Source: an optimization exercise on an open RTL-to-GDS flow (aim: small area, a short achievable clock period and few clock cycles per item). Production flows keep margins and buffers that such runs may drop.
RTL that was checked went through simulation tests only; none was proved equivalent to the original.
For runs 1 and 2, only the layout was checked, not whether the RTL still works.
No activity file was given, so power comes from the tool's default toggle rates.

**design/flow/flow/run.sh**
```bash
#!/bin/bash
# Standard layout (the standard.sh, unchanged synthesis) with clock tree synthesis told not
# to add dummy loads. Each tool's output goes to a log of its own here and under orfs/logs.
set -euo pipefail
export CTS_ARGS="-sink_clustering_enable -repair_clock_nets -sink_clustering_size 20 -sink_clustering_max_diameter 60 -buf_list sky130_fd_sc_hd__clkbuf_8 -dont_use_dummy_load"
export BUFFER_PORTS_ARGS="-buffer_cell sky130_fd_sc_hd__buf_2"
bash standard.sh > standard_flow.log 2>&1
```
**design/flow/standard.sh**
```bash
#!/bin/bash
# synth_recipe.tcl (not shown) runs the flow's synth.tcl, then flattens the netlist and writes it again
# the make line also repeats each setting of config.mk as NAME=value (left out here)
make -C /OpenROAD-flow-scripts/flow DESIGN_CONFIG=/design/flow/config.mk WORK_HOME=/design/flow/orfs CLKGATE_MAP_FILE= SYNTH_SCRIPT=/design/flow/synth_recipe.tcl "${@:-finish}"
```
**design/flow/config.mk**
```make
export PLATFORM = sky130hd
export DESIGN_NAME = mx_block_sequencer
export DESIGN_NICKNAME = mx_block_sequencer
export VERILOG_FILES = /design/flow/design.v
export SDC_FILE = /design/flow/constraint.sdc
export NUM_CORES = 4
export LEC_CHECK = 0
export CAP_MARGIN = 20
export CORE_MARGIN = 2
export CORE_UTILIZATION = 65
export CTS_BUF_LIST = sky130_fd_sc_hd__clkbuf_8
export CTS_CLUSTER_DIAMETER = 60
export CTS_CLUSTER_SIZE = 20
export PLACE_DENSITY = 0.75
export SETUP_SLACK_MARGIN = 3.0
export SLEW_MARGIN = 20
```
**design/flow/constraint.sdc**
```tcl
create_clock -name core_clock -period 5.0 [get_ports {clk}]
set_input_delay 1.0000 -clock core_clock [delete_from_list [all_inputs] [get_ports {clk}]]
set_output_delay 1.0000 -clock core_clock [all_outputs]
set_load 0.01 [all_outputs]
```
**design/flow/design.v**
```verilog
module mx_block_sequencer #(
  parameter int BLOCK_SIZE = 32,
  parameter int DATA_W     = 32,
  parameter int EXP_W      = 8
) (
  input  logic                          clk,
  input  logic                          rst,
  input  logic                          in_valid,
  output logic                          in_ready,
  input  logic [DATA_W-1:0]             in_data,
  input  logic                          flush,
  output logic                          out_valid,
  input  logic                          out_ready,
  output logic [DATA_W-1:0]             out_data,
  output logic [EXP_W-1:0]              out_scale,
  output logic                          out_last,
  output logic [$clog2(BLOCK_SIZE)-1:0] out_idx
);
  localparam int IDX_W = $clog2(BLOCK_SIZE);
  localparam int NS    = BLOCK_SIZE + 1;
  localparam int SW    = $clog2(NS);
  logic [NS-1:0][DATA_W-1:0] ring_q;
  logic [IDX_W-1:0] c_cnt_q, c_cnt_d;
  logic [EXP_W-1:0] c_max_q, c_max_d;
  logic             first_q;               
  logic [SW-1:0]    wdist_q, wdist_d;
  logic             p_vld_q, p_vld_d, p2_vld_q, p2_vld_d;
  logic [IDX_W-1:0] p_rem_q, p_rem_d;      
  logic [EXP_W-1:0] p_scale_q, p_scale_d;
  logic [IDX_W-1:0] rem_q, rem_d;          
  logic             efull_q, efull_d;      
  logic [SW-1:0]    rdist_q, rdist_d;
  logic              ov_q, olast_q;
  logic [DATA_W-1:0] od_q;
  logic [EXP_W-1:0]  os_q, e_scale_q;
  logic [IDX_W-1:0]  oi_q, oi_d, nb;
  logic              ir_q, ir_d;
  logic              wsel_q;               
  logic              nx_ok_q, nx_ok_d;     
  logic              nx_rd_q, nx_rd_d;     
  logic             acc, ftk, close, load, rd, start, last_rd;
  logic             ok_l, rd_l, ok_n, rd_n, occ_n, hit_np, rem_nz, cnt1, cnt0;
  logic [IDX_W-1:0] gap;
  logic [EXP_W-1:0] e_in, e_eff, new_max, p_scale_e;
  logic [IDX_W-1:0] rem_now;
  assign in_ready  = ir_q;
  assign out_valid = ov_q;
  assign out_data  = od_q;
  assign out_scale = os_q;
  assign out_last  = olast_q;
  assign out_idx   = oi_q;
  assign acc     = in_valid & ir_q;
  assign ftk     = flush & ir_q;
  assign e_in    = in_data[DATA_W-2 -: EXP_W];
  assign new_max = (acc && e_in > c_max_q) ? e_in : c_max_q;
  assign e_eff   = (e_in == '0) ? EXP_W'(1) : e_in;
  assign p_scale_e  = (first_q & ~p2_vld_q) ? c_max_q : p_scale_q;
  assign close   = (acc && c_cnt_q == IDX_W'(BLOCK_SIZE - 1)) || (ftk && (acc || c_cnt_q != '0));
  assign load    = nx_ok_q & (~ov_q | out_ready);
  assign rd      = load & nx_rd_q;
  assign start   = load & olast_q;
  assign nb      = oi_q + IDX_W'(1);
  assign oi_d    = (oi_q & ~{IDX_W{load}}) | (nb & {IDX_W{load}});
  assign rem_now = olast_q ? p_rem_q : rem_q - IDX_W'(1);
  assign last_rd = rd & (rem_now == '0);
  assign gap     = c_cnt_q - oi_q - IDX_W'(2);
  always_comb begin
    c_cnt_d = c_cnt_q;
    if (p2_vld_q)
      c_max_d = start ? EXP_W'(1) : c_max_q;
    else if (first_q)
      c_max_d = acc ? e_eff : EXP_W'(1);
    else
      c_max_d = new_max;
    wdist_d = (wdist_q == '0) ? SW'(NS - 1) : wdist_q - SW'(1);
    if (close) begin
      c_cnt_d = '0;
      wdist_d = {1'b0, ~c_cnt_q};
    end else if (acc) begin
      c_cnt_d = c_cnt_q + IDX_W'(1);
      wdist_d = '0;
    end
    p_vld_d    = p_vld_q;
    p_rem_d    = p_rem_q;
    p_scale_d  = p_scale_e;
    p2_vld_d   = p2_vld_q;
    if (start) begin
      if (p2_vld_q) begin
        p_rem_d   = '0;
        p_scale_d = c_max_q;
        p2_vld_d  = 1'b0;
      end else if (close) begin
        p_rem_d   = c_cnt_q + IDX_W'(acc) - IDX_W'(1);
      end else begin
        p_vld_d = 1'b0;
      end
    end else if (close) begin
      if (p_vld_q) begin
        p2_vld_d   = 1'b1;
      end else begin
        p_vld_d   = 1'b1;
        p_rem_d   = c_cnt_q + IDX_W'(acc) - IDX_W'(1);
      end
    end
    rem_d   = rem_q;
    rdist_d = (rdist_q == '0) ? SW'(NS - 1) : rdist_q - SW'(1);
    if (rd) begin
      rem_d   = rem_now;
      rdist_d = last_rd ? {1'b0, ~nb} : '0;
    end
    if (olast_q) begin
      ok_l = 1'b1;                             
      rd_l = p_rem_q != '0;
    end else if (nb == IDX_W'(BLOCK_SIZE - 1)) begin
      ok_l = p_vld_d & (nx_rd_q | (rdist_q == SW'(1)));
      rd_l = 1'b1;
    end else begin
      ok_l = 1'b1;                             
      rd_l = nx_rd_q & (rem_q != IDX_W'(1));
    end
    if (olast_q) begin
      ok_n = p_vld_d & (rdist_q == SW'(1));
      rd_n = 1'b1;
    end else begin
      ok_n = ~nx_rd_q | (rdist_q == SW'(1));
      rd_n = nx_rd_q;
    end
    nx_ok_d = load ? ok_l : ok_n;
    nx_rd_d = load ? rd_l : rd_n;
    efull_d = start ? (p_rem_q == IDX_W'(BLOCK_SIZE - 1)) : efull_q;
    case ({acc, load})
      2'b00:   hit_np = (gap == '0) & (c_cnt_q != '0);
      2'b01:   hit_np = (gap == IDX_W'(1)) & (c_cnt_q != '0);
      2'b10:   hit_np = (gap == '1);
      default: hit_np = (gap == '0);
    endcase
    rem_nz = rd ? (olast_q ? (p_rem_q != '0) : (rem_q != IDX_W'(1))) : (rem_q != '0);
    cnt1   = ~close & (acc ? (c_cnt_q == '0) : (c_cnt_q == IDX_W'(1)));
    cnt0   = close | (~acc & (c_cnt_q == '0));
    if (p_vld_d)
      occ_n = cnt1 | (cnt0 & efull_d & rem_nz);
    else
      occ_n = rem_nz & hit_np & ~close;
    ir_d = ~p2_vld_d & (close ? (c_cnt_q == IDX_W'(BLOCK_SIZE - 1)) : (acc | (wdist_q == SW'(1))))
         & ~occ_n;
  end
  always_ff @(posedge clk) begin
    for (int i = 0; i < NS - 1; i++)
      ring_q[i] <= ring_q[i+1];
    ring_q[NS-1] <= wsel_q ? in_data : ring_q[0];
    wsel_q       <= ir_d;
    od_q <= (od_q & ~{DATA_W{load}}) | (ring_q[1] & {DATA_W{nx_rd_q & load}});
    e_scale_q <= start ? p_scale_e : e_scale_q;
    os_q      <= rst ? '0 : start ? p_scale_e : e_scale_q;
    c_max_q    <= c_max_d;
    p_rem_q    <= p_rem_d;
    p_scale_q  <= p_scale_d;
    efull_q    <= efull_d;
    if (rst) begin
      c_cnt_q  <= '0;
      c_max_q  <= EXP_W'(1);
      first_q  <= 1'b0;
      wdist_q  <= SW'(1);
      p_vld_q  <= 1'b0;
      p2_vld_q <= 1'b0;
      rdist_q  <= '0;
      ov_q     <= 1'b0;
      oi_q     <= IDX_W'(BLOCK_SIZE - 1);
      olast_q  <= 1'b1;
      ir_q     <= 1'b0;
      rem_q    <= '0;
      nx_ok_q  <= 1'b0;
      nx_rd_q  <= 1'b1;
    end else begin
      c_cnt_q  <= c_cnt_d;
      first_q  <= close;
      wdist_q  <= wdist_d;
      p_vld_q  <= p_vld_d;
      p2_vld_q <= p2_vld_d;
      rdist_q  <= rdist_d;
      ov_q     <= load | (ov_q & ~out_ready);
      oi_q     <= oi_d;
      olast_q  <= oi_d == IDX_W'(BLOCK_SIZE - 1);
      ir_q     <= ir_d;
      rem_q    <= rem_d;
      nx_ok_q  <= nx_ok_d;
      nx_rd_q  <= nx_rd_d;
    end
  end
endmodule
```
==> key figures, run 1 <==
Yosys
  • Adder-Cell Fraction of Synth Area: 1.55%
  • #FFs+latches synth: 1162
  • Multiplexer share of the synthesized area: 1.65%
  • Largest family of logic cells by synthesized area: compound AO/OA/AOI/OAI gates
  • Largest cells by area after synthesis: dfxtp_1, mux2_2, ha_1
  • Compound-cell area share of the yosys netlist: 3.75%
  • Yosys warns: 1
  • Synth Net Count: 1676
  • Seq/Total Area, Yosys: 88.5%
  • Netlist cell types: 61
  • Post-synthesis cell area: 26300 um^2
  • Synth top area share: 88.0%
  • Largest area contributor in the netlist: dfxtp_1
  • Synth Area per Inst: 16.4 um^2
  • Mapped Cells: 1607
  • Synth Area in XOR/XNOR: 0.798%
  • Number of synthesized flops with an enable pin: 5
  • Ys flop type: dfxtp_1
  • Post-Synth Simple-Gate Area: 2.78%
  • Async S/R FF share, synth: 0%

Floorplanning
  • Die ar.: 42100 um^2
  • Core region area: 39800 um^2
  • Rows: 73
  • Die span in y: 205 um
  • Die width: 205 um
  • Initial core utilization: 66.1%
  • # IOs: 85

Placement
  • DP HPWL: 19.4 mm
  • I/O Buffers: 84
  • Gpl congestion: 0.809

Clock tree
  • CTS sink cnt: 1162
  • Clock latency on the worst-skew pair: 0.66 ns
  • Clock transition at path regs: 0.11 ns
  • H-tree depth: 3
  • CTS tree: done
  • CTS Buf Count: 69
  • Clk root buf: clkbuf_8
  • Clock Path Buffers: 3
  • Post-CTS Hold Buffers: 0

Power and ir drop
  • P per Cell Area: 606 nW/um^2
  • Leakage: 12.1 nW
  • Maximum VDD drop: 0.376 mV

Worst setup path
  • CP Max Fanout: 3
  • Endpoint type of the worst setup path: flip-flop
  • Arr. time, crit path: 2.93 ns
  • Internal reg-to-reg setup slack: 2.52 ns
  • Critical path required time: 5.44 ns
  • CP startpoint kind: flip-flop
  • Reg2reg end: ir_q
  • Reg-to-Reg Start: c_cnt_q[1]
  • CP Class: reg2reg
  • R2R cell count: 9

Drt
  • Drt initial violations: 563
  • WL final: 36.2 mm
  • DR WL/cell: 15.7 um
  • Post-route ant nets: 0
  • First-pass DRT Iterations: 5
  • Via Count: 11000
  • Vias per cell: 4.78
  • DR DRC count: 0

Outcome
  • Run status: finished clean

Global routing
  • First-pass GRT wire length: 58.6 mm
  • GRT Total Usage: 17.9%
  • Largest net degree at the start of global routing: 47
  • Grt ovf: 0
  • Initial antenna violation count: 0
  • Vias in the first global route: 11300

STA
  • Max_slew headroom: 47.2%
  • Fmax: 403 MHz
  • Final Critical Period: 2.48 ns
  • RSZ-0062 raised after global routing: true
  • Final Skew: 0.0753 ns
  • Final Hold Violating Endpoints: 0
  • Final-report max-slew violation count: 0
  • Finish-stage setup viols: 0
  • Part of the cycle the worst path needs: 49.6%
  • Worst slew pin tran: 0.791 ns
  • Setup Total Neg Slack: 0 ns

Flow run
  • Max cap viols: 0

Hold path
  • Min-delay worst type: reg2reg
  • Hold path endpoint: ring_q[817]
  • Cells on Worst Hold Path: 0
  • Hold Path Origin: ring_q[849]

Cells and area
  • Most common cell after layout, fill and taps aside: dfxtp_1
  • Final nets: 1848
  • Share of cells above drive strength 1: 20.3%
  • Number of antenna diodes: 0
  • Most frequent cells in the layout: dfxtp_1, clkbuf_8, buf_6
  • Post-layout util: 74.0%
  • Layout area overhead: 11.9%
[metal layers]
metal / track usage (%) / share of wire (%) / vias up
met2: 26.3 / 43 / 200
met1: 26.0 / 50 / 5249
met3: 4.29 / 5.3 / 59
met5: 0 / 0 / -
met4: 6.53 / 2.2 / 0
li1: - / - / 5486
[worst max-delay path, cell delays in order, from the launching register on]
cell and delay [ns]:
dfxtp_4 0.37, inv_6 0.04, ha_4 0.25, inv_2 0.04
ha_4 0.15, fa_1 0.53, nand4_1 0.08, or4b_4 0.57
a211oi_4 0.24, nor4_1 0.07
[cells in the mapped netlist, drive strengths merged (6+ instances only)]
| cell | instances |
|---|---|
| clkbuf | 23 |
| o31ai | 7 |
| nand2 | 29 |
| inv | 35 |
| nand3 | 17 |
| xor2 | 14 |
| mux2 | 35 |
| o22ai | 6 |
| o21ai | 20 |
| xnor2 | 10 |
| nand2b | 6 |
| ha | 31 |
| a21o | 6 |
| a22oi | 7 |
| dfxtp | 1157 |
| buf | 7 |
| nor2 | 41 |
| a21oi | 36 |
| nor3 | 15 |
| a22o | 32 |
| and2 | 9 |
[worst max path at each step]
stage / endpoint / slack (ns) / from / cells after the start
CTS: wsel_q / 2.54 / c_cnt_q[1] / 9
floorplan: c_max_q[5] / 2.43 / in_data[25] / 7
global placement: c_max_q[5] / 1.99 / in_data[28] / 6
detailed placement: c_max_q[5] / 1.94 / in_data[28] / 6
global route: ir_q / 2.46 / c_cnt_q[1] / 9
finish: ir_q / 2.52 / c_cnt_q[1] / 9
[state kept, by name, indices dropped and copies added, names as in the netlist, 5 cells and up]
register / cells
c_cnt_q: 5
c_max_q: 8
e_scale_q: 8
od_q: 32
oi_q: 5
os_q: 8
p_rem_q: 5
p_scale_q: 8
rdist_q: 6
rem_q: 5
ring_q: 1056
wdist_q: 6
[power breakdown]
group	switching, W	internal, W	total, W
Sequential	0.000888	0.0122	0.0131
Combinational	0.000489	0.000540	0.00103
Clock	0.00244	0.00125	0.00370
[cell families (layout without fill, tap and decap cells)]
kind of cell    count (synthesis)  after routing
simple gates                  145            147
flops                        1162           1162
fa+ha+maj                      32             32
mux                            39             39
compound gates                140            140
xor+xnor                       24             24
buf+inv                        65            233
[metrics by stage]
stage	hold slack, ns	cells	instance area [um^2]	setup slack, ns	power, W
3_5_place_dp	0.312	2188	27500	1.94	0.0141
2_1_floorplan	0.310	1607	26600	2.43	0.0136
6_report	0.286	2302	29500	2.52	0.0178
3_3_place_gp	0.310	2188	27500	1.99	0.0141
5_1_grt	0.308	2302	29500	2.46	0.0187
4_1_cts	0.299	2297	29300	2.54	0.0180
[cell type report]
type                            instances  area [um^2]
Clock buffer                           69          950
Fill cell                            2451        10400
Inverter                               35          149
Multi-Input combinational cell        382         3180
Sequential cell                      1162        23400
Tap cell                              525          657
Timing Repair Buffer                  129         1110
[repair_timing]
item / CTS / global route
pin swaps: 19 / 7
hold endpoints to repair: 0 / 0
buffers inserted: 38 / 5
cloned: 2 / 0
setup endpoints to repair: 113 / 98
resized for setup: 150 / 24
==> run 2: changes to the inputs <==
--- a/design/flow/design.v
+++ b/design/flow/design.v
@@ -41,5 +41,5 @@
   logic             acc, ftk, close, load, rd, start, last_rd;
   logic             ok_l, rd_l, ok_n, rd_n, occ_n, hit_np, rem_nz, cnt1, cnt0;
-  logic [IDX_W-1:0] gap;
+  logic [IDX_W-1:0] gap_q, gap_d;          
   logic [EXP_W-1:0] e_in, e_eff, new_max, p_scale_e;
   logic [IDX_W-1:0] rem_now;
@@ -64,5 +64,4 @@
   assign rem_now = olast_q ? p_rem_q : rem_q - IDX_W'(1);
   assign last_rd = rd & (rem_now == '0);
-  assign gap     = c_cnt_q - oi_q - IDX_W'(2);
   always_comb begin
     c_cnt_d = c_cnt_q;
@@ -128,10 +127,18 @@
     nx_ok_d = load ? ok_l : ok_n;
     nx_rd_d = load ? rd_l : rd_n;
+    if (close)
+      gap_d = load ? ~oi_q - IDX_W'(2) : ~oi_q - IDX_W'(1);
+    else if (acc & ~load)
+      gap_d = gap_q + IDX_W'(1);
+    else if (load & ~acc)
+      gap_d = gap_q - IDX_W'(1);
+    else
+      gap_d = gap_q;
     efull_d = start ? (p_rem_q == IDX_W'(BLOCK_SIZE - 1)) : efull_q;
     case ({acc, load})
-      2'b00:   hit_np = (gap == '0) & (c_cnt_q != '0);
-      2'b01:   hit_np = (gap == IDX_W'(1)) & (c_cnt_q != '0);
-      2'b10:   hit_np = (gap == '1);
-      default: hit_np = (gap == '0);
+      2'b00:   hit_np = (gap_q == '0) & (c_cnt_q != '0);
+      2'b01:   hit_np = (gap_q == IDX_W'(1)) & (c_cnt_q != '0);
+      2'b10:   hit_np = (gap_q == '1);
+      default: hit_np = (gap_q == '0);
     endcase
     rem_nz = rd ? (olast_q ? (p_rem_q != '0) : (rem_q != IDX_W'(1))) : (rem_q != '0);
@@ -170,4 +177,5 @@
       ir_q     <= 1'b0;
       rem_q    <= '0;
+      gap_q    <= '1;
       nx_ok_q  <= 1'b0;
       nx_rd_q  <= 1'b1;
@@ -184,4 +192,5 @@
       ir_q     <= ir_d;
       rem_q    <= rem_d;
+      gap_q    <= gap_d;
       nx_ok_q  <= nx_ok_d;
       nx_rd_q  <= nx_rd_d;
==> run 2 against run 1 <==
  * Hold slack improved by 0.024 ns
  * Total power fell by 0.80%
  * Register-to-register slack improved by 0.25 ns
  * Clock-buffer cell count did not move
  * First-iteration DRC count rose by 3.4%
  * Clock skew fell by 0.0036 ns
  * Clock power barely moved
  * Worst setup slack improved by 0.25 ns
  * Largest power group unchanged
  * Highest routed layer unchanged
==> key figures, run 2 <==
Floorplanning
  • # IOs: 85
  • Initial core utilization: 65.4%
  • Die width: 206 um
  • Die ar.: 42500 um^2
  • Core region area: 40600 um^2
  • Rows: 74
  • Die span in y: 206 um

Global routing
  • GR Util met2: 24.7%
  • First-pass GRT wire length: 56.2 mm
  • Initial antenna violation count: 0
  • Global Route met1 Usage: 24.4%
  • Vias in the first global route: 11000
  • Grt ovf: 0
  • GRT Total Usage: 16.9%
  • Largest net degree at the start of global routing: 44
  • Met3 GRT Util: 4.32%
  • GR peak layer: met2

Drt
  • Via Count: 11200
  • WL final: 36.7 mm
  • Post-route ant nets: 0
  • First-pass DRT Iterations: 5
  • DR DRC count: 0
  • Drt initial violations: 582
  • DR WL/cell: 15.7 um
  • Vias per cell: 4.77

Cells and area
  • Largest register FFs: 1056
  • Number of antenna diodes: 0
  • Layout area overhead: 12.0%
  • Most frequent cells in the layout: dfxtp_1, clkbuf_8, buf_6
  • Biggest regs: ring_q: 1056 flops, od_q: 32 flops
  • Share of cells above drive strength 1: 19.8%
  • Biggest register: ring_q
  • Post-layout util: 73.3%
  • Most common cell after layout, fill and taps aside: dfxtp_1
  • Final nets: 1880

Yosys
  • Largest cells by area after synthesis: dfxtp_1, mux2_2, ha_1
  • Synth top area share: 87.7%
  • Largest area contributor in the netlist: dfxtp_1
  • Mapped Cells: 1633
  • Synth Net Count: 1700
  • Ys flop type: dfxtp_1
  • Top-count cell post-synth: dfxtp_1
  • Netlist cell types: 62
  • Yosys warns: 1
  • Synth Area per Inst: 16.3 um^2
  • #FFs+latches synth: 1167
  • Async S/R FF share, synth: 0%
  • Number of synthesized flops with an enable pin: 5
  • Seq/Total Area, Yosys: 88.2%
  • Post-synthesis cell area: 26500 um^2
  • Post-synth top cells: dfxtp_1, nand2_1, nor2_1, a22o_1, mux2_2

STA
  • Worst slew pin tran: 0.857 ns
  • Setup Total Neg Slack: 0 ns
  • Part of the cycle the worst path needs: 44.6%
  • Finish-stage setup viols: 0
  • Final Critical Period: 2.23 ns
  • Final Skew: 0.0717 ns
  • Max_slew headroom: 42.9%
  • RSZ-0062 raised after global routing: true
  • Final Hold Violating Endpoints: 0
  • Fmax: 448 MHz
  • Final-report max-slew violation count: 0

Power and ir drop
  • P per Cell Area: 596 nW/um^2
  • Tot Pwr: 0.0177 W
  • Leakage: 12.2 nW
  • Maximum VDD drop: 0.359 mV

Worst setup path
  • Critical path required time: 5.47 ns
  • CP Class: reg2reg
  • Arr. time, crit path: 2.70 ns
  • Endpoint type of the worst setup path: flip-flop
  • CP startpoint kind: flip-flop
  • CP Max Fanout: 4

Clock tree
  • Clock Path Buffers: 3
  • Clk root buf: clkbuf_8
  • Clock transition at path regs: 0.11 ns
  • Clock latency on the worst-skew pair: 0.63 ns
  • Post-CTS Hold Buffers: 0
  • CTS tree: done
  • CTS Buf Count: 69
  • CTS sink cnt: 1167
  • H-tree depth: 3

Outcome
  • Run status: finished clean

Placement
  • Gpl congestion: 0.791
  • DP HPWL: 19.0 mm
  • I/O Buffers: 84

Hold path
  • Min-delay worst type: reg2reg

Flow run
  • Max cap viols: 0
run 2: changes by cell type in the layout (fill, tap and decap cells not counted), moves of 5 or more:
cell	previous run	this run
a22o_1	32	38
a31oi_1	3	11
and2_1	8	1
buf_2	33	42
buf_4	37	44
buf_6	57	49
dfxtp_1	1102	1112
dfxtp_2	43	38
inv_1	28	18
nand2_1	27	47
nand3_2	8	0
nor2b_1	0	11
nor3_1	11	16
run 2: layer usage:
metal,wire length [um],vias up
li1,-,5603
met5,0,-
met4,859,0
met2,15400,201
met1,18600,5296
met3,1840,66
run 2: timing repair:
item | in CTS | in global routing
setup buffers | 35 | 15
setup endpoints to repair | 85 | 76
resized for setup | 148 | 34
cloned | 1 | 4
pin swaps | 12 | 19
run 2: logic make-up (layout without fill, tap and decap cells):
kind of cell,count (synthesis),after routing,synth area share [%]
adders and majority gates,30,30,1.41
muxes,39,39,1.63
DFF,1167,1167,88.2
xor gates and xnor gates,27,27,0.891
buffers and inverters,56,231,0.849
AOI/OAI and AO/OA,141,142,3.81
and+or+nand+nor,173,175,3.18
run 2: worst max-delay path, cell delays in order, from the launching register on:
cell     delay, ns
dfxtp_4       0.37
ha_4          0.15
and3_4        0.18
ha_4          0.16
a21o_1        0.20
and2_4        0.18
o31ai_2       0.27
a31oi_1       0.10
o311a_1       0.34
nor2b_1       0.13
run 2: path summary, 6_finish.rpt:
path / start / to / slack (ns) / cells past startpoint
max: c_cnt_q[1] / ir_q / 2.77 / 9
min: ring_q[659] / ring_q[627] / 0.31 / 0
max reg2reg: c_cnt_q[1] / ir_q / 2.77 / 9
min reg2reg: ring_q[659] / ring_q[627] / 0.31 / 0
run 2: power by group:
part	switching (W)	internal, W
Sequential	0.000842	0.0122
Clock	0.00246	0.00126
Combinational	0.000457	0.000509
Total	0.00376	0.0139
run 2: final cells by class:
cell class | count | area (um^2)
multi-input cells | 413 | 3340
well taps | 532 | 666
repair buffers | 138 | 1160
clock buffers | 69 | 950
flip-flops and latches | 1167 | 23500
inverters | 24 | 100
fillers | 2446 | 10800
run 2: through the flow:
stage | area [um^2] | worst slack, ns | cells | hold WS (ns)
after floorplan | 26700 | 2.61 | 1633 | 0.310
after global placement | 27600 | 1.97 | 2219 | 0.310
after detailed placement | 27600 | 1.90 | 2219 | 0.312
after CTS | 29400 | 2.82 | 2324 | 0.304
after global routing | 29700 | 2.72 | 2343 | 0.306
final | 29700 | 2.77 | 2343 | 0.311
==> run 3: changes to the inputs <==
--- a/design/flow/design.v
+++ b/design/flow/design.v
@@ -29,4 +29,5 @@
   logic [EXP_W-1:0] p_scale_q, p_scale_d;
   logic [IDX_W-1:0] rem_q, rem_d;          
+  logic             rnz_q, rnz_d, rn1_q, rn1_d;  
   logic             efull_q, efull_d;      
   logic [SW-1:0]    rdist_q, rdist_d;
@@ -63,5 +64,5 @@
   assign oi_d    = (oi_q & ~{IDX_W{load}}) | (nb & {IDX_W{load}});
   assign rem_now = olast_q ? p_rem_q : rem_q - IDX_W'(1);
-  assign last_rd = rd & (rem_now == '0);
+  assign last_rd = rd & (olast_q ? (p_rem_q == '0) : ~rn1_q);
   always_comb begin
     c_cnt_d = c_cnt_q;
@@ -103,7 +104,11 @@
     end
     rem_d   = rem_q;
+    rnz_d   = rnz_q;
+    rn1_d   = rn1_q;
     rdist_d = (rdist_q == '0) ? SW'(NS - 1) : rdist_q - SW'(1);
     if (rd) begin
       rem_d   = rem_now;
+      rnz_d   = olast_q ? (p_rem_q != '0) : rn1_q;
+      rn1_d   = olast_q ? (p_rem_q != IDX_W'(1)) : (rem_q != IDX_W'(2));
       rdist_d = last_rd ? {1'b0, ~nb} : '0;
     end
@@ -116,5 +121,5 @@
     end else begin
       ok_l = 1'b1;                             
-      rd_l = nx_rd_q & (rem_q != IDX_W'(1));
+      rd_l = nx_rd_q & rn1_q;
     end
     if (olast_q) begin
@@ -142,5 +147,5 @@
       default: hit_np = (gap_q == '0);
     endcase
-    rem_nz = rd ? (olast_q ? (p_rem_q != '0) : (rem_q != IDX_W'(1))) : (rem_q != '0);
+    rem_nz = rnz_d;
     cnt1   = ~close & (acc ? (c_cnt_q == '0) : (c_cnt_q == IDX_W'(1)));
     cnt0   = close | (~acc & (c_cnt_q == '0));
@@ -177,4 +182,6 @@
       ir_q     <= 1'b0;
       rem_q    <= '0;
+      rnz_q    <= 1'b0;
+      rn1_q    <= 1'b1;
       gap_q    <= '1;
       nx_ok_q  <= 1'b0;
@@ -192,4 +199,6 @@
       ir_q     <= ir_d;
       rem_q    <= rem_d;
+      rnz_q    <= rnz_d;
+      rn1_q    <= rn1_d;
       gap_q    <= gap_d;
       nx_ok_q  <= nx_ok_d;
--- a/design/flow/config.mk
+++ b/design/flow/config.mk
@@ -6,5 +6,5 @@
 export NUM_CORES = 4
 export LEC_CHECK = 0
-export CAP_MARGIN = 20
+export CAP_MARGIN = 0
 export CORE_MARGIN = 2
 export CORE_UTILIZATION = 65
@@ -14,3 +14,3 @@
 export PLACE_DENSITY = 0.75
 export SETUP_SLACK_MARGIN = 3.0
-export SLEW_MARGIN = 20
+export SLEW_MARGIN = 0
==> run 3 against run 2 <==
  * Clock-buffer cell count unchanged
  * Cell count increased by 0.64%
  * Critical endpoint is now out_idx[1]
  * Via count increased by 1.8%
  * Critical path depth decreased by 8
  * Clock power about the same
  * Design area decreased by 0.17%
  * Die area increased by 0.70%
  * Largest power group unchanged
  * Sequential cell count increased by 2
==> key figures, run 3 <==
Outcome
  • Run status: finished clean

Clock tree
  • H-tree depth: 3
  • Clk root buf: clkbuf_8
  • Clock Path Buffers: 3
  • Post-CTS Hold Buffers: 0
  • CTS Buf Count: 69
  • CTS sink cnt: 1169
  • Clock transition at path regs: 0.12 ns
  • Clock latency on the worst-skew pair: 0.67 ns
  • CTS tree: done

Global routing
  • Grt ovf: 0
  • Global Route met1 Usage: 25.2%
  • Largest net degree at the start of global routing: 47
  • GR peak layer: met2
  • GR Util met2: 25.5%
  • Initial antenna violation count: 0
  • GRT Total Usage: 17.3%
  • First-pass GRT wire length: 57.6 mm
  • Met3 GRT Util: 4.10%
  • Vias in the first global route: 11200

Hold path
  • Min-delay worst type: reg2reg

STA
  • Max_slew headroom: 29.2%
  • Worst slew pin tran: 1.06 ns
  • Final Critical Period: 2.15 ns
  • Finish-stage setup viols: 0
  • Final Hold Violating Endpoints: 0
  • Setup Total Neg Slack: 0 ns
  • Part of the cycle the worst path needs: 43.0%
  • Final Skew: 0.0544 ns
  • Final-report max-slew violation count: 0
  • Fmax: 465 MHz
  • Final WS setup: 2.85 ns
  • RSZ-0062 raised after global routing: true

Cells and area
  • Final std cells w/o fill: 2358
  • Post-layout util: 72.8%
  • Biggest regs: ring_q: 1056 flops, od_q: 32 flops
  • Largest register FFs: 1056
  • Layout area overhead: 11.0%
  • Seq. cell area: 23500 um^2
  • Biggest register: ring_q
  • Share of cells above drive strength 1: 18.5%
  • Fill cells: 2532
  • Final nets: 1895
  • Most frequent cells in the layout: dfxtp_1, clkbuf_8, nand2_1
  • Number of antenna diodes: 0
  • Most common cell after layout, fill and taps aside: dfxtp_1
  • Multi-input gate area: 3410 um^2

Power and ir drop
  • Leakage: 12.2 nW
  • P per Cell Area: 607 nW/um^2
  • Tot Pwr: 0.0180 W
  • Maximum VDD drop: 0.437 mV

Floorplanning
  • # IOs: 85
  • Rows: 74
  • Initial core utilization: 65.6%
  • Die width: 207 um
  • Die ar.: 42800 um^2
  • Core region area: 40700 um^2
  • Die span in y: 207 um

Worst setup path
  • CP top delay family: flip-flops
  • CP Class: reg2out
  • CP Max Fanout: 2
  • Endpoint type of the worst setup path: output pin
  • Worst-path cell chain: buf_6
  • Arr. time, crit path: 1.15 ns
  • Worst Path Buf+Inv: 1
  • CP max-delay cell: dfxtp_4
  • CP startpoint kind: flip-flop
  • CP peak stage delay: 0.38 ns
  • Critical path required time: 4.00 ns

Yosys
  • Synth Area in XOR/XNOR: 0.852%
  • Async S/R FF share, synth: 0%
  • Post-synth top cells: dfxtp_1, nand2_1, nor2_1, a21oi_1, mux2_2
  • Largest family of logic cells by synthesized area: compound AO/OA/AOI/OAI gates
  • Number of synthesized flops with an enable pin: 5
  • Mapped Cells: 1668
  • Multiplexer share of the synthesized area: 1.93%
  • Adder-Cell Fraction of Synth Area: 1.40%
  • Synth Area per Inst: 16.0 um^2
  • Synth top area share: 87.2%
  • #FFs+latches synth: 1169
  • Post-synthesis cell area: 26700 um^2
  • Largest cells by area after synthesis: dfxtp_1, mux2_2, ha_1
  • Largest area contributor in the netlist: dfxtp_1
  • Ys flop type: dfxtp_1
  • Yosys warns: 1
  • Netlist cell types: 60
  • Seq/Total Area, Yosys: 87.7%
  • Synth Net Count: 1735
  • Post-Synth Simple-Gate Area: 3.08%
  • Top-count cell post-synth: dfxtp_1
  • Compound-cell area share of the yosys netlist: 3.97%

Placement
  • Placed cell count: 2248
  • DP HPWL: 20.2 mm
  • Gpl congestion: 0.802
  • I/O Buffers: 84
  • Place WS: 1.97 ns

Drt
  • Vias per cell: 4.82
  • DR DRC count: 0
  • WL final: 36.5 mm
  • DR WL/cell: 15.5 um
  • Via Count: 11400
  • Drt initial violations: 623
  • First-pass DRT Iterations: 5
  • Post-route ant nets: 0

Flow run
  • Max cap viols: 0
run 3: cell types whose count changed after synthesis, moves of 7 or more:
cell,delta
nor2b_1,-12
nand2_1,+11
nor2_1,+10
and2_1,+9
a31oi_1,-8
a21oi_1,+7
buf_2,+7
run 3: power by group:
part | internal [W] | leakage (nW) | switching (W)
Sequential | 0.0123 | 9.73 | 0.000877
Combinational | 0.000563 | 1.95 | 0.000511
Clock | 0.00125 | 0.496 | 0.00247
run 3: final cells by class:
| class | count | area share, % |
|---|---|---|
| Clock buffer | 69 | 3.20 |
| Inverter | 31 | 0.405 |
| Multi-Input combinational cell | 436 | 11.5 |
| Sequential cell | 1169 | 79.3 |
| Tap cell | 532 | 2.24 |
| Timing Repair Buffer | 121 | 3.32 |
run 3: kinds of logic (layout without fill, tap and decap cells):
logic type	Yosys count	in the layout
xor gates and xnor gates	26	26
DFF	1169	1169
AOI/OAI and AO/OA	150	151
and+or+nand+nor	180	183
adders and majority gates	30	30
muxes	46	46
buffers and inverters	67	221
run 3: worst paths after layout:
check,slack [ns],startpoint,cells after the start,endpoint
min,0.29,ring_q[701],0,ring_q[669]
max reg2reg,2.99,c_cnt_q[1],8,ir_q
min reg2reg,0.29,ring_q[701],0,ring_q[669]
max,2.85,oi_q[1],1,out_idx[1]
run 3: repair_timing:
action / CTS / global route
buffers inserted: 26 / 11
gates cloned: 3 / 1
endpoints found under the setup margin: 125 / 64
resized for setup: 128 / 26
pin swaps: 9 / 11
run 3: through the flow:
step,hold WS [ns],cell area (um^2)
3_5_place_dp,0.312,27900
4_1_cts,0.294,29500
5_1_grt,0.302,29700
6_report,0.291,29700
3_3_place_gp,0.311,27900
2_1_floorplan,0.310,27000
run 3: routing by layer:
metal / wire length (um) / up-vias
met5: 0 / -
met4: 787 / 0
met3: 1970 / 63
met2: 15500 / 227
met1: 18300 / 5413
li1: - / 5662
Testbench counts of run 3, summed over its fixed seeds: cycles 16,656, items 16,384.
==> run 4: changes to the inputs <==
--- a/design/flow/config.mk
+++ b/design/flow/config.mk
@@ -6,5 +6,5 @@
 export NUM_CORES = 4
 export LEC_CHECK = 0
-export CAP_MARGIN = 0
+export CAP_MARGIN = 20
 export CORE_MARGIN = 2
 export CORE_UTILIZATION = 65
@@ -12,5 +12,6 @@
 export CTS_CLUSTER_DIAMETER = 60
 export CTS_CLUSTER_SIZE = 20
+export GPL_ROUTABILITY_DRIVEN = 0
 export PLACE_DENSITY = 0.75
 export SETUP_SLACK_MARGIN = 3.0
-export SLEW_MARGIN = 0
+export SLEW_MARGIN = 20
==> run 4 against run 3 <==
  * First-iteration DRC count fell by 13%
  * Global-route usage fell by 0.42 points
  * Sequential cell count did not move
  * Largest power group unchanged
==> key figures, run 4 <==
Drt
  • Drt initial violations: 540
  • Vias per cell: 4.80
  • DR DRC count: 0
  • DR WL/cell: 15.1 um
  • Post-route ant nets: 0
  • First-pass DRT Iterations: 5
  • Via Count: 11300
  • WL final: 35.7 mm

Worst setup path
  • Arr. time, crit path: 1.12 ns
  • Reg2reg end: ir_q
  • CP Max Fanout: 2
  • Reg-to-Reg Start: c_cnt_q[1]
  • CP max-delay cell: dfxtp_4
  • CP startpoint kind: flip-flop
  • CP peak stage delay: 0.38 ns
  • Worst-path cell chain: buf_6
  • CP Class: reg2out
  • Critical path required time: 4.00 ns
  • Worst Path Buf+Inv: 1
  • R2R cell count: 8
  • CP top delay family: flip-flops
  • Internal reg-to-reg setup slack: 3.01 ns
  • Endpoint type of the worst setup path: output pin

Floorplanning
  • # IOs: 85
  • Die ar.: 42800 um^2
  • Die width: 207 um
  • Die span in y: 207 um
  • Initial core utilization: 65.6%
  • Core region area: 40700 um^2
  • Rows: 74

STA
  • Final Hold Violating Endpoints: 0
  • Worst hold slack: 0.299 ns
  • Part of the cycle the worst path needs: 42.4%
  • Final Critical Period: 2.12 ns
  • Setup Total Neg Slack: 0 ns
  • Fmax: 472 MHz
  • Final-report max-slew violation count: 0
  • Finish-stage setup viols: 0
  • Final Skew: 0.0528 ns
  • RSZ-0062 raised after global routing: true
  • Worst slew pin tran: 1.09 ns
  • Max_slew headroom: 27.4%

Placement
  • I/O Buffers: 84
  • DP HPWL: 19.9 mm
  • Placed cell count: 2249

Cells and area
  • Biggest register: ring_q
  • Biggest regs: ring_q: 1056 flops, od_q: 32 flops
  • Final nets: 1899
  • Layout area overhead: 11.4%
  • Post-layout util: 73.1%
  • Most common cell after layout, fill and taps aside: dfxtp_1
  • Share of cells above drive strength 1: 19.1%
  • Largest register FFs: 1056
  • Most frequent cells in the layout: dfxtp_1, clkbuf_8, nand2_1
  • Final std cells w/o fill: 2363

Yosys
  • Synth Net Count: 1735
  • Ys flop type: dfxtp_1
  • Synth Area per Inst: 16.0 um^2
  • Top-count cell post-synth: dfxtp_1
  • #FFs+latches synth: 1169
  • Largest area contributor in the netlist: dfxtp_1
  • Number of synthesized flops with an enable pin: 5
  • Post-synthesis cell area: 26700 um^2
  • Post-synth top cells: dfxtp_1, nand2_1, nor2_1, a21oi_1, mux2_2
  • Yosys warns: 1
  • Largest cells by area after synthesis: dfxtp_1, mux2_2, ha_1
  • Synth top area share: 87.2%
  • Mapped Cells: 1668
  • Netlist cell types: 60
  • Async S/R FF share, synth: 0%
  • Seq/Total Area, Yosys: 87.7%

Clock tree
  • Clock latency on the worst-skew pair: 0.64 ns
  • Post-CTS Hold Buffers: 0
  • CTS tree: done
  • Clock transition at path regs: 0.11 ns
  • CTS Buf Count: 69
  • Clock Path Buffers: 3
  • CTS sink cnt: 1169
  • H-tree depth: 3
  • Clk root buf: clkbuf_8

Power and ir drop
  • P per Cell Area: 604 nW/um^2
  • Tot Pwr: 0.0180 W
  • Maximum VDD drop: 0.352 mV
  • Leakage: 12.2 nW

Hold path
  • Hold path endpoint: ring_q[606]
  • Min-delay worst type: reg2reg
  • Hold Path Origin: ring_q[638]
  • Cells on Worst Hold Path: 0

Global routing
  • Vias in the first global route: 11200
  • Largest net degree at the start of global routing: 47
  • Grt ovf: 0
  • First-pass GRT wire length: 56.5 mm
  • Initial antenna violation count: 0
  • GRT Total Usage: 16.9%

Outcome
  • Run status: finished clean

Flow run
  • Max cap viols: 0
==> run 4: worst max-delay path by stage <==
| stage | start | end | cells past startpoint |
|---|---|---|---|
| 2_1_floorplan | in_data[29] | c_max_q[0] | 6 |
| 3_3_place_gp | rst | wdist_q[5] | 4 |
| 3_5_place_dp | rst | wdist_q[4] | 4 |
| 4_1_cts | od_q[13] | out_data[13] | 1 |
| 5_1_grt | od_q[13] | out_data[13] | 1 |
| 6_report | oi_q[1] | out_idx[1] | 1 |
==> run 4: cell type report <==
class | instances | area [um^2]
Multi-Input combinational cell | 434 | 3420
Clock buffer | 69 | 950
Fill cell | 2483 | 11000
Antenna cell | 1 | 2.50
Timing Repair Buffer | 127 | 1080
Inverter | 31 | 121
Sequential cell | 1169 | 23500
Tap cell | 532 | 666
==> run 4: timing repair <==
item	4_1_cts	5_1_grt
gates resized for setup	133	39
setup endpoints to repair	122	85
pin swaps	8	17
setup buffers	28	14
gates cloned	2	0
==> run 4: per-stage QoR <==
stage	setup slack [ns]	instance area, um^2
finish	2.88	29800
detailed placement	2.03	27900
global placement	2.15	27900
CTS	2.81	29500
floorplan	2.77	27000
global route	2.81	29800
==> run 4: layer usage <==
| metal | vias up | GRT usage [%] | share of wire (%) |
|---|---|---|---|
| li1 | 5673 | - | - |
| met1 | 5375 | 24.7 | 50 |
| met2 | 214 | 25.1 | 43 |
| met3 | 74 | 3.58 | 4.7 |
| met4 | 0 | 6.23 | 2.5 |
| met5 | - | 0 | 0 |
==> run 4: cells by family (layout without fill, tap and decap cells) <==
family,Yosys count,after routing,synth area share (%)
buffers and inverters,67,227,1.02
xor gates and xnor gates,26,26,0.852
muxes,46,46,1.93
AOI/OAI and AO/OA,150,151,3.97
DFF,1169,1169,87.7
other,0,1,0
and+or+nand+nor,180,181,3.08
adders and majority gates,30,30,1.40
==> run 4: where the power goes <==
group / leakage (nW) / switching [W] / total [W] / internal (W)
sequential: 9.73 / 0.000882 / 0.0132 / 0.0123
combinational: 1.98 / 0.000518 / 0.00110 / 0.000580
clock: 0.496 / 0.00244 / 0.00370 / 0.00126
==> run 5: changes to the inputs <==
--- a/design/flow/config.mk
+++ b/design/flow/config.mk
@@ -12,6 +12,5 @@
 export CTS_CLUSTER_DIAMETER = 60
 export CTS_CLUSTER_SIZE = 20
-export GPL_ROUTABILITY_DRIVEN = 0
 export PLACE_DENSITY = 0.75
-export SETUP_SLACK_MARGIN = 3.0
+export SETUP_SLACK_MARGIN = 2.85
 export SLEW_MARGIN = 20
==> run 5 against run 4 <==
  * Still clean on timing, DRC and antenna
  * Synthesized cell count stayed put
  * Via count is 0.28% lower
  * Hold slack worse by 0.0075 ns
  * First-iteration DRC count is 12% higher
  * Total power is 0.49% lower
  * Critical endpoint is now out_last
  * Largest power group unchanged
==> key figures, run 5 <==
Outcome
  • Run status: finished clean

Cells and area
  • Biggest register: ring_q
  • Final nets: 1887
  • Most common cell after layout, fill and taps aside: dfxtp_1
  • Most frequent cells in the layout: dfxtp_1, clkbuf_8, nand2_1
  • Largest register FFs: 1056
  • Layout area overhead: 10.0%
  • Final std cells w/o fill: 2351
  • Biggest regs: ring_q: 1056 flops, od_q: 32 flops
  • Share of cells above drive strength 1: 16.9%

STA
  • Setup Total Neg Slack: 0 ns
  • Final Skew: 0.0444 ns
  • Final Critical Period: 2.17 ns
  • Worst slew pin tran: 1.09 ns
  • Final Hold Violating Endpoints: 0
  • RSZ-0062 raised after global routing: true
  • Fmax: 462 MHz
  • Finish-stage setup viols: 0
  • Worst hold slack: 0.291 ns
  • Part of the cycle the worst path needs: 43.3%
  • Max_slew headroom: 27.3%
  • Final-report max-slew violation count: 0

Drt
  • Post-route ant nets: 0
  • DR DRC count: 0
  • WL final: 35.9 mm
  • Vias per cell: 4.81
  • Via Count: 11300
  • Drt initial violations: 606
  • DR WL/cell: 15.3 um
  • First-pass DRT Iterations: 5

Yosys
  • Ys flop type: dfxtp_1
  • Top-count cell post-synth: dfxtp_1
  • Synth Net Count: 1735
  • #FFs+latches synth: 1169
  • Post-synthesis cell area: 26700 um^2
  • Yosys warns: 1
  • Synth Area per Inst: 16.0 um^2
  • Async S/R FF share, synth: 0%
  • Post-synth top cells: dfxtp_1, nand2_1, nor2_1, a21oi_1, mux2_2
  • Netlist cell types: 60
  • Seq/Total Area, Yosys: 87.7%
  • Number of synthesized flops with an enable pin: 5
  • Largest cells by area after synthesis: dfxtp_1, mux2_2, ha_1
  • Largest area contributor in the netlist: dfxtp_1
  • Mapped Cells: 1668
  • Synth top area share: 87.2%

Worst setup path
  • Critical path required time: 4.00 ns
  • CP startpoint kind: flip-flop
  • CP max-delay cell: dfxtp_4
  • Worst-path cell chain: buf_6
  • CP peak stage delay: 0.41 ns
  • CP Class: reg2out
  • CP Max Fanout: 5
  • Endpoint type of the worst setup path: output pin
  • CP top delay family: flip-flops
  • Worst Path Buf+Inv: 1
  • Arr. time, crit path: 1.17 ns

Power and ir drop
  • P per Cell Area: 609 nW/um^2
  • Maximum VDD drop: 0.431 mV
  • Leakage: 12.1 nW

Placement
  • Gpl congestion: 0.790
  • DP HPWL: 20.1 mm
  • Placed cell count: 2249
  • I/O Buffers: 84

Global routing
  • Vias in the first global route: 11400
  • Largest net degree at the start of global routing: 47
  • Initial antenna violation count: 1
  • Grt ovf: 0
  • GRT Total Usage: 17.2%
  • First-pass GRT wire length: 57.8 mm

Floorplanning
  • Die ar.: 42800 um^2
  • Die width: 207 um
  • Die span in y: 207 um
  • Initial core utilization: 65.6%
  • # IOs: 85
  • Core region area: 40700 um^2
  • Rows: 74

Clock tree
  • CTS sink cnt: 1169
  • Clock Path Buffers: 3
  • Clk root buf: clkbuf_8
  • Clock latency on the worst-skew pair: 0.64 ns
  • Clock transition at path regs: 0.12 ns
  • Post-CTS Hold Buffers: 0
  • CTS Buf Count: 69
  • CTS tree: done
  • H-tree depth: 3

Hold path
  • Min-delay worst type: reg2reg

Flow run
  • Max cap viols: 0
-- run 5: layout make-up --
| cell class | count | area [um^2] |
|---|---|---|
| Fill cell | 2595 | 11300 |
| Multi-Input combinational cell | 434 | 3260 |
| Tap cell | 532 | 666 |
| Sequential cell | 1169 | 23500 |
| Inverter | 31 | 120 |
| Antenna cell | 1 | 2.50 |
| Clock buffer | 69 | 950 |
| Timing Repair Buffer | 115 | 885 |
-- run 5: where the power goes --
group / leakage (nW) / switching, W / internal (W)
clock: 0.496 / 0.00247 / 0.00126
combinational: 1.87 / 0.000482 / 0.000507
sequential: 9.73 / 0.000882 / 0.0123
total: 12.1 / 0.00383 / 0.0141
-- run 5: logic make-up after synthesis --
logic type | after synthesis | synth area share, %
flops | 1169 | 87.7
simple gates | 180 | 3.08
compound gates | 150 | 3.97
buf+inv | 67 | 1.02
mux | 46 | 1.93
fa+ha+maj | 30 | 1.40
xor+xnor | 26 | 0.852
-- run 5: path summary, 6_finish.rpt --
| path | start | end | slack (ns) | depth (start not counted) |
|---|---|---|---|---|
| max | olast_q | out_last | 2.83 | 1 |
| min | ring_q[934] | ring_q[902] | 0.29 | 0 |
| max reg2reg | c_cnt_q[1] | p_rem_q[0] | 2.94 | 7 |
| min reg2reg | ring_q[934] | ring_q[902] | 0.29 | 0 |
-- run 5: stage by stage --
step / utilization, % / total power, W / cell area [um^2] / setup slack, ns
final: 72.2 / 0.0179 / 29400 / 2.83
after global placement: 68.3 / 0.0142 / 27800 / 1.88
after global routing: 72.2 / 0.0188 / 29400 / 2.77
after CTS: 71.9 / 0.0181 / 29300 / 2.62
after floorplan: - / 0.0137 / 26900 / 2.77
after detailed placement: 68.3 / 0.0143 / 27800 / 1.84
-- run 5: repair_timing --
| action | in CTS | in global routing |
|---|---|---|
| endpoints found under the setup margin | 85 | 52 |
| buffers inserted | 20 | 10 |
| resized for setup | 104 | 17 |
| pin swaps | 2 | 2 |
| gates cloned | 2 | 0 |
-- run 5: metal layers --
metal	vias to the layer above	routed length, um	GRT usage (%)
li1	5653	-	-
met1	5377	18100	25.1
met2	213	15100	25.3
met3	61	1920	4.19
met4	0	797	6.41
met5	-	0	0
==> run 6: changes to the inputs <==
--- a/design/flow/config.mk
+++ b/design/flow/config.mk
@@ -13,4 +13,4 @@
 export CTS_CLUSTER_SIZE = 20
 export PLACE_DENSITY = 0.75
-export SETUP_SLACK_MARGIN = 2.85
+export SETUP_SLACK_MARGIN = 2.9
 export SLEW_MARGIN = 20
==> run 6 against run 5 <==
  * Maximum frequency rose by 2.1%
  * Sequential power barely moved
  * Largest cell class unchanged
  * Worst setup slack improved by 0.045 ns
  * Highest routed layer unchanged
  * Non-clock buffer count rose by 1
  * Synthesized cell count did not move
  * Total power barely moved
  * Hold slack got worse by 0.036 ns
  * Wire length fell by 1.2%
  * Still clean on timing, DRC and antenna
  * Combinational power rose by 7%
  * Die area did not move
==> key figures, run 6 <==
Clock tree
  • Clock transition at path regs: 0.11 ns
  • Post-CTS Hold Buffers: 0
  • CTS Buf Count: 69
  • CTS sink cnt: 1169
  • CTS tree: done
  • Clock Path Buffers: 3
  • Clock latency on the worst-skew pair: 0.65 ns
  • Clk root buf: clkbuf_8
  • H-tree depth: 3

Worst setup path
  • CP max-delay cell: dfxtp_2
  • CP Depth: 1
  • Endpoint type of the worst setup path: output pin
  • CP Max Fanout: 2
  • Worst Path Buf+Inv: 1
  • CP top delay family: flip-flops
  • CP startpoint kind: flip-flop
  • CP peak stage delay: 0.37 ns
  • Arr. time, crit path: 1.12 ns
  • R2R cell count: 8
  • Critical path required time: 4.00 ns
  • CP Class: reg2out
  • Worst-path cell chain: buf_6

Global routing
  • Largest net degree at the start of global routing: 47
  • Vias in the first global route: 11200
  • Initial antenna violation count: 0
  • Grt ovf: 0
  • GRT Total Usage: 16.8%
  • First-pass GRT wire length: 56.7 mm

Yosys
  • Synth Net Count: 1735
  • Mapped Cells: 1668
  • Synth top area share: 87.2%
  • Post-synth top cells: dfxtp_1, nand2_1, nor2_1, a21oi_1, mux2_2
  • Synth Area per Inst: 16.0 um^2
  • Largest area contributor in the netlist: dfxtp_1
  • Seq/Total Area, Yosys: 87.7%
  • Async S/R FF share, synth: 0%
  • Yosys warns: 1
  • Largest cells by area after synthesis: dfxtp_1, mux2_2, ha_1
  • Ys flop type: dfxtp_1
  • #FFs+latches synth: 1169
  • Top-count cell post-synth: dfxtp_1
  • Post-synthesis cell area: 26700 um^2
  • Netlist cell types: 60
  • Number of synthesized flops with an enable pin: 5

Drt
  • First-pass DRT Iterations: 5
  • Drt initial violations: 554
  • DR DRC count: 0
  • DR WL/cell: 15.1 um
  • WL final: 35.5 mm
  • Via Count: 11300
  • Vias per cell: 4.81
  • Post-route ant nets: 0

Power and ir drop
  • Leakage: 12.1 nW
  • P per Cell Area: 608 nW/um^2
  • Maximum VDD drop: 0.413 mV

Cells and area
  • Layout area overhead: 10.3%
  • Largest register FFs: 1056
  • Final nets: 1888
  • Most common cell after layout, fill and taps aside: dfxtp_1
  • Most frequent cells in the layout: dfxtp_1, clkbuf_8, nand2_1
  • Biggest regs: ring_q: 1056 flops, od_q: 32 flops
  • Post-layout util: 72.4%
  • Post-route cell area: 29500 um^2
  • Final std cells w/o fill: 2352
  • Share of cells above drive strength 1: 17.2%
  • Biggest register: ring_q

Floorplanning
  • Die span in y: 207 um
  • Die width: 207 um
  • Die ar.: 42800 um^2
  • # IOs: 85
  • Rows: 74
  • Core region area: 40700 um^2
  • Initial core utilization: 65.6%

STA
  • Finish-stage setup viols: 0
  • Final Skew: 0.0667 ns
  • Final Hold Violating Endpoints: 0
  • Setup Total Neg Slack: 0 ns
  • Part of the cycle the worst path needs: 42.4%
  • Final Critical Period: 2.12 ns
  • Worst hold slack: 0.255 ns
  • Fmax: 471 MHz
  • RSZ-0062 raised after global routing: true
  • Max_slew headroom: 58.4%
  • Worst slew pin tran: 0.624 ns
  • Final-report max-slew violation count: 0

Placement
  • Gpl congestion: 0.819
  • DP Area: 27800 um^2
  • I/O Buffers: 84
  • DP HPWL: 19.6 mm
  • Placed cell count: 2249

Hold path
  • Cells on Worst Hold Path: 0
  • Min-delay worst type: reg2reg

Flow run
  • Max cap viols: 0

Outcome
  • Run status: finished clean
## run 6: cell types whose count changed in the layout (fill, tap and decap cells not counted), moves of 2 or more
cell	delta
buf_6	+6
dfxtp_2	+2
buf_2	-3
dfxtp_1	-2
## run 6: path summary, 6_finish.rpt
kind / slack (ns) / end / start
min reg2reg: 0.26 / ring_q[871] / ring_q[903]
max reg2reg: 2.90 / gap_q[2] / c_cnt_q[1]
max: 2.88 / out_data[4] / od_q[4]
min: 0.26 / ring_q[871] / ring_q[903]
## run 6: layout make-up
| class | instances | area (um^2) |
|---|---|---|
| diodes | 1 | 2.50 |
| clock buffers | 69 | 950 |
| fillers | 2582 | 11200 |
| inverters | 31 | 120 |
| multi-input cells | 434 | 3290 |
| flip-flops and latches | 1169 | 23500 |
| well taps | 532 | 666 |
| repair buffers | 116 | 937 |
## run 6: layer usage
metal	GRT usage (%)	share of wire, %	up-vias
met3	4.14	4.9	68
met4	5.95	2.6	0
met1	24.2	51	5358
met5	0	0	-
li1	-	-	5649
met2	25.0	42	243
## run 6: report_power, final
part           switching (W)  leakage [nW]  internal (W)
combinational       0.000530          1.88      0.000531
sequential          0.000839          9.73        0.0123
clock                0.00245         0.496       0.00126
total                0.00382          12.1        0.0141
## run 6: logic make-up after synthesis
group / share of synthesized area (%)
AO/OA/AOI/OAI: 3.97
multiplexers: 1.93
buffers and inverters: 1.02
AND/OR/NAND/NOR: 3.08
flip-flops: 87.7
XOR/XNOR: 0.852
adder cells (fa/ha/maj): 1.40
## run 6: stage by stage
stage	power (W)	worst slack [ns]
finish	0.0179	2.88
CTS	0.0181	2.81
floorplan	0.0137	2.77
global route	0.0188	2.79
global placement	0.0142	2.16
detailed placement	0.0143	2.09
## run 6: timing repair
action	4_1_cts	5_1_grt
gates cloned	0	2
pin swaps	2	6
setup buffers	19	11
resized for setup	113	17
setup endpoints to repair	112	76
==> run 7: changes to the inputs <==
--- a/design/flow/config.mk
+++ b/design/flow/config.mk
@@ -12,4 +12,5 @@
 export CTS_CLUSTER_DIAMETER = 60
 export CTS_CLUSTER_SIZE = 20
+export GPL_ROUTABILITY_DRIVEN = 0
 export PLACE_DENSITY = 0.75
 export SETUP_SLACK_MARGIN = 2.9
==> run 7 against run 6 <==
  * Largest cell class unchanged
  * Utilization stayed put
  * Area after synthesis did not move
  * Sequential share of layout area did not move
  * Wire length did not move
  * Hold slack did not move
  * Clock-buffer cell count unchanged
  * Global-route usage did not move
  * Largest power group unchanged
  * Design area unchanged
  * Still clean
==> key figures, run 7 <==
Global routing
  • Largest net degree at the start of global routing: 47
  • Initial antenna violation count: 0
  • First-pass GRT wire length: 56.7 mm
  • Grt ovf: 0
  • GRT Total Usage: 16.8%
  • Vias in the first global route: 11200

Yosys
  • Post-synth top cells: dfxtp_1, nand2_1, nor2_1, a21oi_1, mux2_2
  • Post-synthesis cell area: 26700 um^2
  • Seq/Total Area, Yosys: 87.7%
  • Netlist cell types: 60
  • Yosys warns: 1
  • Number of synthesized flops with an enable pin: 5
  • Mapped Cells: 1668
  • Async S/R FF share, synth: 0%
  • Top-count cell post-synth: dfxtp_1
  • Synth Net Count: 1735
  • Largest cells by area after synthesis: dfxtp_1, mux2_2, ha_1
  • Synth Area per Inst: 16.0 um^2
  • Largest area contributor in the netlist: dfxtp_1
  • Ys flop type: dfxtp_1
  • Synth top area share: 87.2%
  • #FFs+latches synth: 1169

Floorplanning
  • Core region area: 40700 um^2
  • Die width: 207 um
  • Initial core utilization: 65.6%
  • Rows: 74
  • Die ar.: 42800 um^2
  • # IOs: 85
  • Die span in y: 207 um

Cells and area
  • Biggest register: ring_q
  • Multi-input gate area: 3290 um^2
  • Largest register FFs: 1056
  • Biggest regs: ring_q: 1056 flops, od_q: 32 flops
  • Fill cells: 2582
  • Share of cells above drive strength 1: 17.2%
  • Final nets: 1888
  • Most common cell after layout, fill and taps aside: dfxtp_1
  • Most frequent cells in the layout: dfxtp_1, clkbuf_8, nand2_1
  • Layout area overhead: 10.3%
  • Seq. cell area: 23500 um^2

Worst setup path
  • CP Max Fanout: 2
  • CP top delay family: flip-flops
  • CP startpoint kind: flip-flop
  • CP max-delay cell: dfxtp_2
  • CP Class: reg2out
  • Worst Path Buf+Inv: 1
  • Worst-path cell chain: buf_6
  • CP peak stage delay: 0.37 ns
  • Arr. time, crit path: 1.12 ns
  • Endpoint type of the worst setup path: output pin
  • Critical path required time: 4.00 ns

Clock tree
  • Clock latency on the worst-skew pair: 0.65 ns
  • Post-CTS Hold Buffers: 0
  • Clock Path Buffers: 3
  • CTS tree: done
  • Clk root buf: clkbuf_8
  • CTS Buf Count: 69
  • H-tree depth: 3
  • CTS sink cnt: 1169
  • Clock transition at path regs: 0.11 ns

Drt
  • Drt initial violations: 554
  • Post-route ant nets: 0
  • Via Count: 11300
  • DR DRC count: 0
  • Vias per cell: 4.81
  • WL final: 35.5 mm
  • First-pass DRT Iterations: 5
  • DR WL/cell: 15.1 um

STA
  • Setup Total Neg Slack: 0 ns
  • Final Skew: 0.0667 ns
  • Max_slew headroom: 58.4%
  • Final-report max-slew violation count: 0
  • Worst hold slack: 0.255 ns
  • Worst slew pin tran: 0.624 ns
  • Part of the cycle the worst path needs: 42.4%
  • Final Critical Period: 2.12 ns
  • RSZ-0062 raised after global routing: true
  • Fmax: 471 MHz
  • Final WS setup: 2.88 ns
  • Finish-stage setup viols: 0
  • Final Hold Violating Endpoints: 0

Outcome
  • Run status: finished clean

Power and ir drop
  • Leakage: 12.1 nW
  • Tot Pwr: 0.0179 W
  • P per Cell Area: 608 nW/um^2
  • Maximum VDD drop: 0.413 mV

Placement
  • Place WS: 2.09 ns
  • I/O Buffers: 84
  • DP HPWL: 19.6 mm

Flow run
  • Max cap viols: 0

Hold path
  • Min-delay worst type: reg2reg
[run 7: cell counts in the layout (fill, tap and decap cells not counted)]
Identical to the previous run, type by type.
[run 7: routing by layer]
layer,vias to the layer above,share of wire (%),track usage (%),routed length [um]
li1,5649,-,-,-
met1,5358,51,24.2,17900
met2,243,42,25.0,14900
met3,68,4.9,4.14,1750
met4,0,2.6,5.95,933
met5,-,0,0,0
[run 7: through the flow]
stage / area [um^2] / cells / util, %
3_3_place_gp: 27800 / 2249 / 68.3
5_1_grt: 29500 / 2351 / 72.4
6_report: 29500 / 2352 / 72.4
4_1_cts: 29300 / 2337 / 71.9
2_1_floorplan: 26900 / 1668 / -
3_5_place_dp: 27800 / 2249 / 68.3
[run 7: logic make-up after synthesis]
kind of cell             after synthesis  share of synthesized area (%)
AND/OR/NAND/NOR                      180                           3.08
buffers and inverters                 67                           1.02
XOR/XNOR                              26                          0.852
multiplexers                          46                           1.93
flip-flops                          1169                           87.7
adder cells (fa/ha/maj)               30                           1.40
AO/OA/AOI/OAI                        150                           3.97
[run 7: report_power, final]
group / internal (W) / leakage [nW] / switching [W]
Clock: 0.00126 / 0.496 / 0.00245
Combinational: 0.000531 / 1.88 / 0.000530
Sequential: 0.0123 / 9.73 / 0.000839
[run 7: timing repair]
| action | in CTS | in global routing |
|---|---|---|
| pin swaps | 2 | 6 |
| resized for setup | 113 | 17 |
| buffers inserted | 19 | 11 |
| endpoints found under the setup margin | 112 | 76 |
| endpoints found under the hold margin | 0 | 0 |
| gates cloned | 0 | 2 |
[run 7: path summary, 6_finish.rpt]
kind	startpoint	to	slack (ns)	cells past startpoint
setup reg to reg	c_cnt_q[1]	gap_q[2]	2.90	8
setup / recovery	od_q[4]	out_data[4]	2.88	1
hold / removal	ring_q[903]	ring_q[871]	0.26	0
hold reg to reg	ring_q[903]	ring_q[871]	0.26	0
[run 7: area by class of cell]
cell class	count	area share, %
flip-flops and latches	1169	79.8
diodes	1	0.00848
multi-input cells	434	11.1
repair buffers	116	3.18
clock buffers	69	3.22
well taps	532	2.26
inverters	31	0.407
==> run 8: changes to the inputs <==
--- a/design/flow/config.mk
+++ b/design/flow/config.mk
@@ -13,5 +13,5 @@
 export CTS_CLUSTER_SIZE = 20
 export GPL_ROUTABILITY_DRIVEN = 0
-export PLACE_DENSITY = 0.75
-export SETUP_SLACK_MARGIN = 2.9
+export PLACE_DENSITY = 0.7
+export SETUP_SLACK_MARGIN = 3.0
 export SLEW_MARGIN = 20
==> run 8 against run 7 <==
  * Still clean on timing, DRC and antenna
  * Maximum frequency is 0.14% higher
  * Hold slack better by 0.052 ns
  * Global-route usage increased by 0.34 points
  * Total power is 0.52% higher
  * Clock skew grew 0.020 ns
  * Critical path depth stayed put
  * Utilization increased by 0.54 points
  * Sequential power about the same
  * Clock power barely moved
  * Worst setup slack improved by 0.0030 ns
  * Die area did not move
  * Largest cell class unchanged
  * Largest power group unchanged
==> key figures, run 8 <==
Outcome
  • Run status: finished clean

Drt
  • First-pass DRT Iterations: 5
  • WL final: 36.2 mm
  • DR DRC count: 0
  • Post-route ant nets: 0
  • DR WL/cell: 15.4 um
  • Vias per cell: 4.83
  • Via Count: 11400
  • Drt initial violations: 698

Cells and area
  • Layout area overhead: 11.2%
  • Post-layout util: 72.9%
  • Most common cell after layout, fill and taps aside: dfxtp_1
  • Biggest register: ring_q
  • Final std cells w/o fill: 2354
  • Biggest regs: ring_q: 1056 flops, od_q: 32 flops
  • Seq. cell area: 23500 um^2
  • Final nets: 1891
  • Most frequent cells in the layout: dfxtp_1, clkbuf_8, nand2_1
  • Multi-input gate area: 3410 um^2
  • Largest register FFs: 1056
  • Number of antenna diodes: 0
  • Share of cells above drive strength 1: 18.4%
  • Fill cells: 2606

STA
  • Setup Total Neg Slack: 0 ns
  • Final Critical Period: 2.12 ns
  • Max_slew headroom: 56.6%
  • Final Skew: 0.0869 ns
  • Final-report max-slew violation count: 0
  • Fmax: 472 MHz
  • RSZ-0062 raised after global routing: true
  • Finish-stage setup viols: 0
  • Worst hold slack: 0.307 ns
  • Worst slew pin tran: 0.645 ns
  • Final Hold Violating Endpoints: 0
  • Part of the cycle the worst path needs: 42.4%

Floorplanning
  • Die width: 207 um
  • Rows: 74
  • # IOs: 85
  • Core region area: 40700 um^2
  • Die ar.: 42800 um^2
  • Initial core utilization: 65.6%
  • Die span in y: 207 um

Yosys
  • Mapped Cells: 1668
  • Synth top area share: 87.2%
  • Top-count cell post-synth: dfxtp_1
  • Yosys warns: 1
  • Post-synthesis cell area: 26700 um^2
  • #FFs+latches synth: 1169
  • Netlist cell types: 60
  • Number of synthesized flops with an enable pin: 5
  • Largest cells by area after synthesis: dfxtp_1, mux2_2, ha_1
  • Async S/R FF share, synth: 0%
  • Post-synth top cells: dfxtp_1, nand2_1, nor2_1, a21oi_1, mux2_2
  • Synth Net Count: 1735
  • Largest area contributor in the netlist: dfxtp_1
  • Ys flop type: dfxtp_1
  • Synth Area per Inst: 16.0 um^2
  • Seq/Total Area, Yosys: 87.7%

Power and ir drop
  • P per Cell Area: 606 nW/um^2
  • Maximum VDD drop: 0.414 mV
  • Leakage: 12.2 nW
  • Tot Pwr: 0.0180 W

Global routing
  • Initial antenna violation count: 1
  • Vias in the first global route: 11400
  • GRT Total Usage: 17.1%
  • First-pass GRT wire length: 57.6 mm
  • Largest net degree at the start of global routing: 47
  • Grt ovf: 0

Worst setup path
  • Endpoint type of the worst setup path: output pin
  • CP top delay family: flip-flops
  • CP Class: reg2out
  • CP max-delay cell: dfxtp_4
  • CP peak stage delay: 0.38 ns
  • CP startpoint kind: flip-flop
  • Worst Path Buf+Inv: 1
  • Critical path required time: 4.00 ns
  • Worst-path cell chain: buf_6
  • Arr. time, crit path: 1.12 ns
  • CP Max Fanout: 2

Placement
  • DP HPWL: 20.1 mm
  • Placed cell count: 2250
  • I/O Buffers: 84

Clock tree
  • Clk root buf: clkbuf_8
  • H-tree depth: 3
  • Post-CTS Hold Buffers: 0
  • Clock latency on the worst-skew pair: 0.63 ns
  • CTS sink cnt: 1169
  • Clock Path Buffers: 3
  • CTS tree: done
  • CTS Buf Count: 70
  • Clock transition at path regs: 0.11 ns

Flow run
  • Max cap viols: 0

Hold path
  • Min-delay worst type: reg2reg
==> run 8: metrics by stage <==
stage / cell area [um^2] / worst slack, ns
6_report: 29700 / 2.88
5_1_grt: 29700 / 2.81
4_1_cts: 29500 / 2.81
3_5_place_dp: 27900 / 2.06
3_3_place_gp: 27900 / 2.14
2_1_floorplan: 27000 / 2.77
==> run 8: power by group <==
part | internal, W | switching, W
combinational | 0.000572 | 0.000543
clock | 0.00127 | 0.00247
sequential | 0.0123 | 0.000843
total | 0.0142 | 0.00385
==> run 8: worst paths after layout <==
| check | startpoint | end | slack [ns] | cells after the start |
|---|---|---|---|---|
| setup / recovery | olast_q | out_last | 2.88 | 1 |
| hold / removal | ring_q[607] | ring_q[575] | 0.31 | 0 |
| setup reg to reg | c_cnt_q[0] | ir_q | 2.99 | 8 |
| hold reg to reg | ring_q[607] | ring_q[575] | 0.31 | 0 |
==> run 8: final cells by class <==
class	count	area share, %
flip-flops and latches	1169	79.3
inverters	31	0.404
well taps	532	2.24
multi-input cells	435	11.5
clock buffers	70	3.24
repair buffers	117	3.40
==> run 8: logic make-up (layout without fill, tap and decap cells) <==
group | Yosys count | count (layout) | synth area share, %
simple gates | 180 | 182 | 3.08
fa+ha+maj | 30 | 30 | 1.40
xor+xnor | 26 | 26 | 0.852
buf+inv | 67 | 218 | 1.02
compound gates | 150 | 151 | 3.97
flops | 1169 | 1169 | 87.7
mux | 46 | 46 | 1.93
==> run 8: repair_timing <==
action                     4_1_cts  5_1_grt
setup endpoints to repair      121       79
buffers inserted                23        8
pin swaps                        8       17
hold endpoints to repair         0        0
cloned                           2        1
gates resized for setup        121       40
==> run 8: routing by layer <==
layer / track usage (%) / share of wire, % / vias up
li1: - / - / 5643
met1: 25.2 / 50 / 5418
met2: 25.2 / 43 / 230
met3: 3.92 / 4.7 / 70
met4: 5.95 / 2.5 / 0
met5: 0 / 0 / -

Re-timed with assumed drivers on the ports (clkbuf_16 on the clock, buf_2 on other inputs), run 8 has 2.832 ns of setup slack against 2.882 ns with ideal ports, and 2.358 ns once port delays also move by the mid clock arrival of 0.641 ns.
